Context: an optimization exercise on an open-source flow, tuned for small area. The choices shown serve that exercise and are no tape-out recipe. Only simulation tests tie the RTL to the original design; equivalence was not proved. No activity file was given, so power comes from the tool's default toggle rates.

File: flow/config.mk
export PLATFORM = sky130hd
export DESIGN_NAME = grf_sb
export DESIGN_NICKNAME = grf_sb
export VERILOG_FILES = /design/flow/design.v
export SDC_FILE = /design/flow/constraint.sdc
export NUM_CORES = 4
export LEC_CHECK = 0
export CAP_MARGIN = 0
export CORE_MARGIN = 2
export CORE_UTILIZATION = 45
export SLEW_MARGIN = 0
export SYNTH_HIERARCHICAL = 1
export SYNTH_MINIMUM_KEEP_SIZE = 0
export POST_FLOORPLAN_TCL = /design/flow/flow/downsize.tcl
export BUFFER_PORTS_ARGS = -buffer_cell sky130_fd_sc_hd__buf_1
export CTS_ARGS = -sink_clustering_enable -repair_clock_nets -dont_use_dummy_load -buf_list sky130_fd_sc_hd__clkbuf_4 -sink_clustering_size 10 -sink_clustering_max_diameter 40
File: flow/constraint.sdc
create_clock -name core_clock -period 7.5 [get_ports {clk}]
set_input_delay 1.5000 -clock core_clock [delete_from_list [all_inputs] [get_ports {clk}]]
set_output_delay 1.5000 -clock core_clock [all_outputs]
set_load 0.01 [all_outputs]
File: flow/design.v
package grf_pkg;
  localparam int DATA_W_DEF = 32;
  localparam int ADDR_W_DEF = 5;
  localparam int ZERO_REG   = 0;
  function automatic int clog2(input int value);
    int width;
    width = 0;
    while ((1 << width) < value) width = width + 1;
    clog2 = width;
  endfunction
endpackage
module grf_ao22 (
  input  logic en,
  input  logic d,
  input  logic en_n,
  input  logic q,
  output logic y
);
  assign y = (en & d) | (en_n & q);
endmodule
module grf_aoi222 (
  input  logic s0, d0,
  input  logic s1, d1,
  input  logic s2, d2,
  output logic y
);
  assign y = ~((s0 & d0) | (s1 & d1) | (s2 & d2));
endmodule
module grf_aoi22 (
  input  logic s0, d0,
  input  logic s1, d1,
  output logic y
);
  assign y = ~((s0 & d0) | (s1 & d1));
endmodule
module grf_aor31 (
  input  logic [30:0] sel,
  input  logic [30:0] d,
  output logic        y
);
  logic [10:0] n;
  for (genvar k = 0; k < 10; k++) begin : g_aoi
    grf_aoi222 u (
      .s0(sel[3*k]),   .d0(d[3*k]),
      .s1(sel[3*k+1]), .d1(d[3*k+1]),
      .s2(sel[3*k+2]), .d2(d[3*k+2]),
      .y (n[k])
    );
  end
  grf_nand2 u_last (.a(sel[30]), .b(d[30]), .y(n[10]));
  assign y = ~&n;
endmodule
module grf_cnt_nxt (
  input  logic       f,
  input  logic       up,
  input  logic       dn,
  input  logic [1:0] c,
  output logic [1:0] n,
  output logic       full,
  output logic       empty
);
  logic t, y1, h, c1_n, y0;
  grf_nand2  u_t  (.a(dn), .b(c[0]), .y(t));
  grf_aoi22  u_y1 (.s0(c[1]), .d0(t), .s1(up), .d1(c[0]), .y(y1));
  grf_nor2   u_n1 (.a(y1), .b(f), .y(n[1]));
  grf_nor2   u_h  (.a(up), .b(dn), .y(h));
  grf_inv    u_ci (.a(c[1]), .y(c1_n));
  grf_aoi222 u_y0 (.s0(up), .d0(c1_n), .s1(dn), .d1(c[1]), .s2(h), .d2(c[0]), .y(y0));
  grf_nor2   u_n0 (.a(y0), .b(f), .y(n[0]));
  grf_nor2   u_fl (.a(c[0]), .b(c1_n), .y(full));
  grf_nor2   u_em (.a(c[0]), .b(c[1]), .y(empty));
endmodule
module grf_inv (input logic a, output logic y);
  assign y = ~a;
endmodule
module grf_nand2 (input logic a, b, output logic y);
  assign y = ~(a & b);
endmodule
module grf_nor2 (input logic a, b, output logic y);
  assign y = ~(a | b);
endmodule
module grf_or2 (input logic a, b, output logic y);
  assign y = a | b;
endmodule
module grf_nor3 (input logic a, b, c, output logic y);
  assign y = ~(a | b | c);
endmodule
module grf_a21o (input logic a1, a2, b, output logic y);
  assign y = (a1 & a2) | b;
endmodule
module grf_a21oi (input logic a1, a2, b, output logic y);
  assign y = ~((a1 & a2) | b);
endmodule
module grf_nand3 (input logic a, b, c, output logic y);
  assign y = ~(a & b & c);
endmodule
module grf_nand4 (input logic a, b, c, d, output logic y);
  assign y = ~(a & b & c & d);
endmodule
module grf_and2 (input logic a, b, output logic y);
  assign y = a & b;
endmodule
module grf_and3 (input logic a, b, c, output logic y);
  assign y = a & b & c;
endmodule
module grf_predec #(
  parameter bit EN = 1'b1
) (
  input  logic [4:0] a,
  input  logic       en,
  output logic [3:0] lo,
  output logic [3:0] lo_n,
  output logic [7:0] hi,
  output logic [7:0] hi_n
);
  logic [4:0] an;
  for (genvar k = 0; k < 5; k++) begin : g_inv
    grf_inv u (.a(a[k]), .y(an[k]));
  end
  for (genvar l = 0; l < 4; l++) begin : g_lo
    grf_nand2 u_n (
      .a(l[0] ? a[0] : an[0]), .b(l[1] ? a[1] : an[1]), .y(lo_n[l])
    );
    grf_nor2 u_p (
      .a(l[0] ? an[0] : a[0]), .b(l[1] ? an[1] : a[1]), .y(lo[l])
    );
  end
  for (genvar h = 0; h < 8; h++) begin : g_hi
    if (EN) begin : g_en
      grf_nand4 u (
        .a(h[0] ? a[2] : an[2]), .b(h[1] ? a[3] : an[3]),
        .c(h[2] ? a[4] : an[4]), .d(en), .y(hi_n[h])
      );
    end else begin : g_noen
      grf_nand3 u (
        .a(h[0] ? a[2] : an[2]), .b(h[1] ? a[3] : an[3]),
        .c(h[2] ? a[4] : an[4]), .y(hi_n[h])
      );
    end
    grf_inv u_p (.a(hi_n[h]), .y(hi[h]));
  end
endmodule
module grf_busy (
  input  logic [3:0]  lo,
  input  logic [7:0]  hi_n,
  input  logic [31:0] bz,
  output logic        y
);
  logic [7:0] g, g2, t;
  for (genvar h = 0; h < 8; h++) begin : g_h
    grf_aoi222 u_g (
      .s0(lo[0]), .d0(bz[4*h]),
      .s1(lo[1]), .d1(bz[4*h+1]),
      .s2(lo[2]), .d2(bz[4*h+2]),
      .y (g[h])
    );
    grf_nand2 u_g2 (.a(lo[3]), .b(bz[4*h+3]), .y(g2[h]));
    grf_a21oi u_t (.a1(g[h]), .a2(g2[h]), .b(hi_n[h]), .y(t[h]));
  end
  assign y = |t;
endmodule
module grf_sb (
  input  logic        clk,
  input  logic        reset,
  input  logic        we,
  input  logic [4:0]  waddr,
  input  logic [31:0] wdata,
  input  logic [9:0]  rd_addr,
  output logic [63:0] rd_data,
  output logic [1:0]  rd_busy,
  input  logic        issue_valid,
  input  logic [4:0]  issue_addr,
  input  logic        flush,
  output logic        err_underflow,
  output logic        err_overflow
);
  logic [31:1][31:0] regs;
  logic [31:1][31:0] regs_d;
  logic [31:1]       valid;
  logic [31:1]       valid_d;
  logic [31:1]       wsel;
  logic [31:1]       wsel_n;
  logic [31:1]       up;
  logic [31:1]       dn;
  logic              same;
  logic              iv_c;
  logic              we_c;
  logic [31:1][1:0]  cnt;
  logic [31:1][1:0]  cnt_d;
  logic [31:1]       bz;
  logic [31:1]       full;
  logic [31:1]       empty;
  logic              ovf;
  logic              udf;
  logic              err_ovf_q;
  logic              err_udf_q;
  assign same = issue_addr == waddr;
  assign iv_c = issue_valid && !flush && !(we && same);
  assign we_c = we && !flush && !(issue_valid && same);
  logic [3:0] w_lo, w_lo_n, i_lo, i_lo_n, c_lo, c_lo_n;
  logic [7:0] w_hi, w_hi_n, i_hi, i_hi_n, c_hi, c_hi_n;
  grf_predec u_pw (.a(waddr), .en(we), .lo(w_lo), .lo_n(w_lo_n), .hi(w_hi), .hi_n(w_hi_n));
  grf_predec u_pc (.a(waddr), .en(we_c), .lo(c_lo), .lo_n(c_lo_n), .hi(c_hi), .hi_n(c_hi_n));
  grf_predec u_pi (.a(issue_addr), .en(iv_c), .lo(i_lo), .lo_n(i_lo_n), .hi(i_hi), .hi_n(i_hi_n));
  for (genvar r = 1; r < 32; r++) begin : g_dec
    grf_and2  u_ws  (.a(w_lo[r%4]),   .b(w_hi[r/4]),   .y(wsel[r]));
    grf_nand2 u_wsn (.a(w_lo[r%4]),   .b(w_hi[r/4]),   .y(wsel_n[r]));
    grf_nor2  u_dn  (.a(c_lo_n[r%4]), .b(c_hi_n[r/4]), .y(dn[r]));
    grf_nor2  u_up  (.a(i_lo_n[r%4]), .b(i_hi_n[r/4]), .y(up[r]));
  end
  for (genvar r = 1; r < 32; r++) begin : g_reg
    for (genvar b = 0; b < 32; b++) begin : g_bit
      grf_ao22 u_ld (
        .en(wsel[r]), .d(wdata[b]), .en_n(wsel_n[r]), .q(regs[r][b]),
        .y (regs_d[r][b])
      );
    end
  end
  always_ff @(posedge clk) regs <= regs_d;
  for (genvar r = 1; r < 32; r++) begin : g_vld
    grf_or2 u_v (.a(valid[r]), .b(wsel[r]), .y(valid_d[r]));
  end
  always_ff @(posedge clk or negedge reset) begin
    if (!reset) valid <= '0;
    else        valid <= valid_d;
  end
  for (genvar r = 1; r < 32; r++) begin : g_cnt
    grf_cnt_nxt u_nxt (
      .f(flush), .up(up[r]), .dn(dn[r]), .c(cnt[r]),
      .n(cnt_d[r]), .full(full[r]), .empty(empty[r])
    );
    grf_a21o u_bz (.a1(cnt[r][0]), .a2(wsel_n[r]), .b(cnt[r][1]), .y(bz[r]));
  end
  always_ff @(posedge clk or negedge reset) begin
    if (!reset) cnt <= '0;
    else        cnt <= cnt_d;
  end
  grf_aor31 u_ovf (.sel(up), .d(full), .y(ovf));
  grf_aor31 u_udf (.sel(dn), .d(empty), .y(udf));
  always_ff @(posedge clk or negedge reset) begin
    if (!reset) begin
      err_ovf_q <= 1'b0;
      err_udf_q <= 1'b0;
    end else begin
      err_ovf_q <= err_ovf_q | ovf;
      err_udf_q <= err_udf_q | udf;
    end
  end
  for (genvar i = 0; i < 2; i++) begin : g_rd
    logic [3:0]  lo, lo_n;
    logic [7:0]  hi, hi_n;
    logic [31:1] sel;
    grf_predec #(.EN(1'b0)) u_pr (.a(rd_addr[i*5 +: 5]), .en(1'b1), .lo(lo), .lo_n(lo_n), .hi(hi), .hi_n(hi_n));
    for (genvar r = 1; r < 32; r++) begin : g_sel
      grf_and3 u_s (.a(lo[r%4]), .b(hi[r/4]), .c(valid_d[r]), .y(sel[r]));
    end
    for (genvar b = 0; b < 32; b++) begin : g_bit
      logic [31:1] d;
      for (genvar r = 1; r < 32; r++) begin : g_r
        assign d[r] = regs_d[r][b];
      end
      grf_aor31 u_bit (.sel(sel), .d(d), .y(rd_data[i*32 + b]));
    end
    grf_busy u_busy (.lo(lo), .hi_n(hi_n), .bz({bz, 1'b0}), .y(rd_busy[i]));
  end
  assign err_overflow  = err_ovf_q;
  assign err_underflow = err_udf_q;
endmodule
File: flow/flow/run.sh
#!/bin/bash
set -e
cat >> config.mk <<EOC
export POST_FLOORPLAN_TCL = $PWD/flow/downsize.tcl
export BUFFER_PORTS_ARGS = -buffer_cell sky130_fd_sc_hd__buf_1
export CTS_ARGS = -sink_clustering_enable -repair_clock_nets -dont_use_dummy_load -buf_list sky130_fd_sc_hd__clkbuf_4 -sink_clustering_size 10 -sink_clustering_max_diameter 40
EOC
bash standard.sh > standard.log 2>&1
File: flow/flow/downsize.tcl
# Swap every combinational cell to the smallest-area size of the same cell
# (same function and pins); timing repair later upsizes what needs it.
set block [ord::get_db_block]
set db [ord::get_db]
set n 0
set saved 0
foreach inst [$block getInsts] {
  set master [$inst getMaster]
  set name [$master getName]
  if {![regexp {^(sky130_fd_sc_hd__[a-z0-9]+)_([0-9]+)$} $name -> base sz]} { continue }
  if {[regexp {^sky130_fd_sc_hd__(df|edf|sdf|dl|tap|fill|decap|conb|diode)} $name]} { continue }
  set best $master
  set bw [$master getWidth]
  foreach s {0 1 2} {
    set m [$db findMaster "${base}_$s"]
    if {$m eq "NULL" || $m eq ""} { continue }
    if {[$m getWidth] < $bw} { set best $m; set bw [$m getWidth] }
  }
  if {$best ne $master} {
    set saved [expr {$saved + [$master getWidth] - $bw}]
    replace_cell [$inst getName] [$best getName]
    incr n
  }
}
puts "downsize: swapped $n cells, width saved [expr {$saved / 1000.0}] um"
File: flow/standard.sh
#!/bin/bash
# synth_recipe.tcl (not shown) runs the flow's synth.tcl, then flattens the netlist and writes it again
# the make line also repeats each setting of config.mk as NAME=value (left out here)
make -C /OpenROAD-flow-scripts/flow DESIGN_CONFIG=/design/flow/config.mk WORK_HOME=/design/flow/orfs CLKGATE_MAP_FILE= SYNTH_SCRIPT=/design/flow/synth_recipe.tcl "${@:-finish}"
==> flow_metrics.tcl, run 1 <==
set metrics [dict create \
    ir_drop_uv 166 \
    finalCriticalPeriod_ns 6.98 \
    clk_path_buf_depth 3 \
    postCtsResizedCells 0 \
    worst_pin_slew_ns 1.40 \
    start_util_pct 45.5 \
    wl_um 207000 \
    finalCritPeriodShare_pct 93.1 \
    setup_tns_ns 0 \
    fillers 8685 \
    worstPathArrival_ns 5.48 \
    row_count 113 \
    htreeDepth 4 \
    syn_area_mm2 0.0432 \
    pin_count 125 \
    final_nets 4218 \
    rr_startpoint "cnt[1]" \
    vias_per_cell 7.99 \
    dieHeight_um 314 \
    fin_total_pwr_mw 12.4 \
    finalSetupViolCount 0 \
    antenna_found_initial 12 \
    crit_fanout 33 \
    grt_pass1_vias 40800 \
    cp-end-kind "output port" \
    dp.cells 5270 \
    multi_input_area_mm2 0.0206 \
    synthCells 3774 \
    max_freq_mhz 143 \
    vias 43400 \
    cts_sinks 1087 \
    fin_area_mm2 0.0472 \
    die-area_mm2 0.0985 \
    cts_buffers 154 \
    slew_viol_final 0 \
    min_path_type "primary input to asynchronous set/reset pin" \
    cp.required_ns 6.00 \
    placed_area_mm2 0.0460 \
    layoutNonFillerInstCount 5433 \
    layout_common_cells "992 x a22o_1, 992 x dfxtp_1, 707 x a222oi_1, 229 x nor2_1, 156 x nand4_1" \
    core-area_mm2 0.0950 \
    clk_pin_slew_worst_paths_ns 0.10 \
    drt_iter0_drc 10600 \
    critPathLaunchType "primary input" \
    postRouteAntennaNets 0 \
    portBuffers 124 \
    place.gp.congestion 1.00 \
    power_density_mw_per_mm2 263 \
    grt_max_degree 75 \
    overflow 0 \
    final_layout_size_suffix_gt1_share_pct 9.47 \
    wl_per_cell_um 38.1 \
    clock_latency_ns 1.11 \
    r2r_cells 6 \
    status "no timing/DRC/antenna violations" \
    skew_ns 0.0761 \
    cts_hold_buf 0 \
    worstSetupPathType "primary input to output port" \
    rsz0062_at_grt "false" \
    slew_headroom_pct 6.61 \
    syn_area_per_cell_um2 11.4 \
    worst_r2r_endpoint "err_ovf_q" \
    power.leakage_nw 19.3 \
    cts-root-buf "clkbuf_4" \
    synth_warnings 7 \
    drc 0 \
    synthToLayoutAreaGrowth_pct 9.30 \
    drv_cap 0 \
    track_usage_pct 40.2 \
    dieWidth_um 314 \
    hold_viol 0 \
    cts_tree "built" \
    cts_setup_buffers 0 \
    grt_pass1_wl_um 292000 \
    post-dp-hpwl_um 117000 \
    drt_first_pass_iters 12 \
    rrSetupSlack_ns 5.26 \
    regArea_mm2 0.0222 \
]
==> how the worst max path moves through the flow <==
| stage | startpoint | to | cells past startpoint |
|---|---|---|---|
| floorplan | waddr[1] | rd_data[0] | 8 |
| global placement | waddr[1] | rd_data[34] | 9 |
| detailed placement | waddr[1] | rd_data[2] | 9 |
| CTS | waddr[1] | rd_data[2] | 9 |
| global route | waddr[4] | rd_data[46] | 11 |
| finish | waddr[1] | rd_data[56] | 9 |
==> worst max-delay path: stages <==
cell and delay [ns]:
buf_1 0.16, nor2_1 0.61, and2_2 1.01, or2_1 0.25
and3_2 1.02, a222oi_1 0.29, nand4_1 0.28, or3_1 0.18
buf_1 0.16
==> through the flow <==
stage	setup slack [ns]	hold WS, ns	utilization, %
6_report	0.516	0.339	49.7
5_1_grt	0.403	0.310	49.7
4_1_cts	0.764	0.258	49.7
3_5_place_dp	0.761	0.455	48.5
3_3_place_gp	0.790	0.450	48.5
2_1_floorplan	1.95	0.433	-
==> routing by layer <==
metal / up-vias / global-route usage, % / part of all wire (%)
li1: 17700 / - / -
met1: 20900 / 52.2 / 37
met2: 3957 / 55.0 / 39
met3: 849 / 15.4 / 15
met4: 12 / 26.9 / 7.8
met5: - / 0.193 / 0.042
==> final cells by class <==
type | instances | share of cell area (%)
sequential | 1087 | 47.1
multi-input combinational | 2604 | 43.7
tap | 1265 | 3.35
timing repair buffer | 230 | 2.70
clock buffer | 154 | 2.45
inverter | 84 | 0.668
antenna | 9 | 0.0477
==> sequential cells by signal, summed over array words and instances (netlist names) <==
register   count
err_udf_q      1
cnt           62
regs         992
err_ovf_q      1
valid         31
==> power breakdown <==
part           internal [mW]  switching (mW)
clock network          0.941            2.02
logic                  0.909            1.42
registers               6.84           0.276
==> run 2: changes to the inputs <==
--- a/flow/config.mk
+++ b/flow/config.mk
@@ -9,3 +9,3 @@
 export CORE_MARGIN = 2
-export CORE_UTILIZATION = 45
+export CORE_UTILIZATION = 35
 export SLEW_MARGIN = 0
==> run 2 against run 1 <==
  * Still clean
  * Sequential share of layout area fell by 0.38 points
  * Synthesized area did not move
  * Wire length fell by 0.51%
==> flow_metrics.tcl, run 2 <==
set metrics [dict create \
    critPathLaunchType "primary input" \
    power_density_mw_per_mm2 261 \
    finalCriticalPeriod_ns 6.96 \
    clk_pin_slew_worst_paths_ns 0.06 \
    dp.cells 5626 \
    cts_setup_buffers 0 \
    die-area_mm2 0.126 \
    cts-root-buf "clkbuf_4" \
    finalCritPeriodShare_pct 92.8 \
    post-dp-hpwl_um 121000 \
    worst_pin_slew_ns 1.27 \
    drc 0 \
    start_util_pct 35.4 \
    placed_area_mm2 0.0465 \
    synthCells 3774 \
    final_nets 4210 \
    hold_viol 0 \
    core-area_mm2 0.122 \
    row_count 128 \
    setup_tns_ns 0 \
    antenna_found_initial 10 \
    max_freq_mhz 144 \
    postRouteAntennaNets 0 \
    dieWidth_um 355 \
    grt_pass1_wl_um 291000 \
    rsz0062_at_grt "false" \
    layout_common_cells "992 x a22o_1, 992 x dfxtp_1, 707 x a222oi_1, 227 x nor2_1, 156 x nand4_1" \
    clk_path_buf_depth 3 \
    vias_per_cell 7.53 \
    grt_max_degree 57 \
    finalSetupViolCount 0 \
    wl_um 206000 \
    clock_latency_ns 1.11 \
    track_usage_pct 31.0 \
    worstSetupPathType "primary input to output port" \
    drt_first_pass_iters 14 \
    power.leakage_nw 19.3 \
    layoutNonFillerInstCount 5780 \
    reg.largest.list "regs x992, cnt x62, valid x31" \
    regMostFlops "regs" \
    fin_total_pwr_mw 12.4 \
    finalWorstSetupSlack_ns 0.541 \
    status "no timing/DRC/antenna violations" \
    final_layout_size_suffix_gt1_share_pct 9.27 \
    grt_pass1_vias 41100 \
    fin_area_mm2 0.0476 \
    overflow 0 \
    slew_viol_final 0 \
    vias 43600 \
    portBuffers 124 \
    skew_ns 0.0665 \
    postCtsResizedCells 0 \
    synthToLayoutAreaGrowth_pct 10.2 \
    pin_count 125 \
    dieHeight_um 355 \
    cts_tree "built" \
    synth_warnings 7 \
    syn_area_per_cell_um2 11.4 \
    crit_fanout 30 \
    rrSetupSlack_ns 5.32 \
    cts_sinks 1087 \
    drt_iter0_drc 10100 \
    worstPathArrival_ns 5.46 \
    cts_hold_buf 0 \
    min_path_type "register to register" \
    cp.required_ns 6.00 \
    syn_area_mm2 0.0432 \
    drv_cap 0 \
    htreeDepth 4 \
    largest_register_ffs 992 \
    cts_buffers 150 \
    cp-end-kind "output port" \
    wl_per_cell_um 35.6 \
    slew_headroom_pct 15.0 \
    place.gp.congestion 0.957 \
    ir_drop_uv 154 \
    dp_slack_ns 0.809 \
]
## run 2: metal layers
layer / wire length (um) / vias up / global-route usage [%]
li1: - / 17600 / -
met1: 76200 / 21100 / 39.7
met2: 82400 / 4002 / 42.8
met3: 32700 / 795 / 12.3
met4: 14300 / 15 / 19.9
met5: 267 / - / 1.25
## run 2: critical path, stage by stage
cell      delay [ns]
buf_1           0.39
nand4_1         0.24
inv_1           0.30
nand2_2         0.68
a22o_1          0.50
a222oi_1        0.71
nand4_1         0.48
or3_1           0.49
buf_1           0.14
## run 2: area by class of cell
type                    count  area (um2)
fillers                 11900       74600
flip-flops and latches   1087       22200
multi-input cells        2604       20600
well taps                1625        2030
repair buffers            226        1240
clock buffers             150        1130
inverters                  84         315
diodes                      4        10.0
## run 2: final timing paths
check,startpoint,end,cells past startpoint
max in group asynchronous,reset,cnt[23],2
min reg2reg,err_ovf_q,err_ovf_q,1
max,waddr[2],rd_data[3],9
min in group asynchronous,reset,cnt[14],1
max reg2reg,cnt[43],err_ovf_q,6
min,err_ovf_q,err_ovf_q,1
## run 2: metrics by stage
step	utilization, %	hold slack [ns]
after floorplan	-	0.433
after global placement	38.0	0.448
after detailed placement	38.0	0.454
after CTS	38.9	0.464
after global routing	38.9	0.486
final	39.0	0.467
## run 2: power breakdown
part	total, mW	leakage (nW)	switching [mW]	internal, mW
Combinational	2.36	9.11	1.45	0.910
Sequential	7.12	9.50	0.274	6.84
Clock	2.95	0.690	2.03	0.918
Total	12.4	19.3	3.75	8.67

[port drivers added, routing unchanged]
The flow's constraints put no driver on any port. The routed layouts listed below were extracted and timed again, unchanged, in two steps. Step 1 assumes that a clkbuf_16 drives the clock port and a buf_2 every other input. Step 2 adds t to the input delays and takes it off the output delays; t is the mean of the earliest and latest rising clock arrival at the registers after step 1. Input paths then give back, and output paths get back, about the clock's delay inside the block. a / b / c = ideal / step 1 / step 2; a / b = the first two.
run | shift t [ns] | slack for setup (ns) | hold WS [ns] | worst data-port slew with drivers (ns) | cell pins on the clock port's net
run 1 | 1.149 | 0.516 / 0.494 / 0.494 | 0.339 / 0.297 / 0.472 | 0.14 | 1
run 2 | 1.196 | 0.541 / 0.514 / 0.514 | 0.467 / 0.465 / 0.467 | 0.07 | 1
After both steps every run listed still meets setup and hold. For run 2, which loses most, drivers alone change the setup slack by -0.027 ns; drivers and shift together by -0.027 ns.
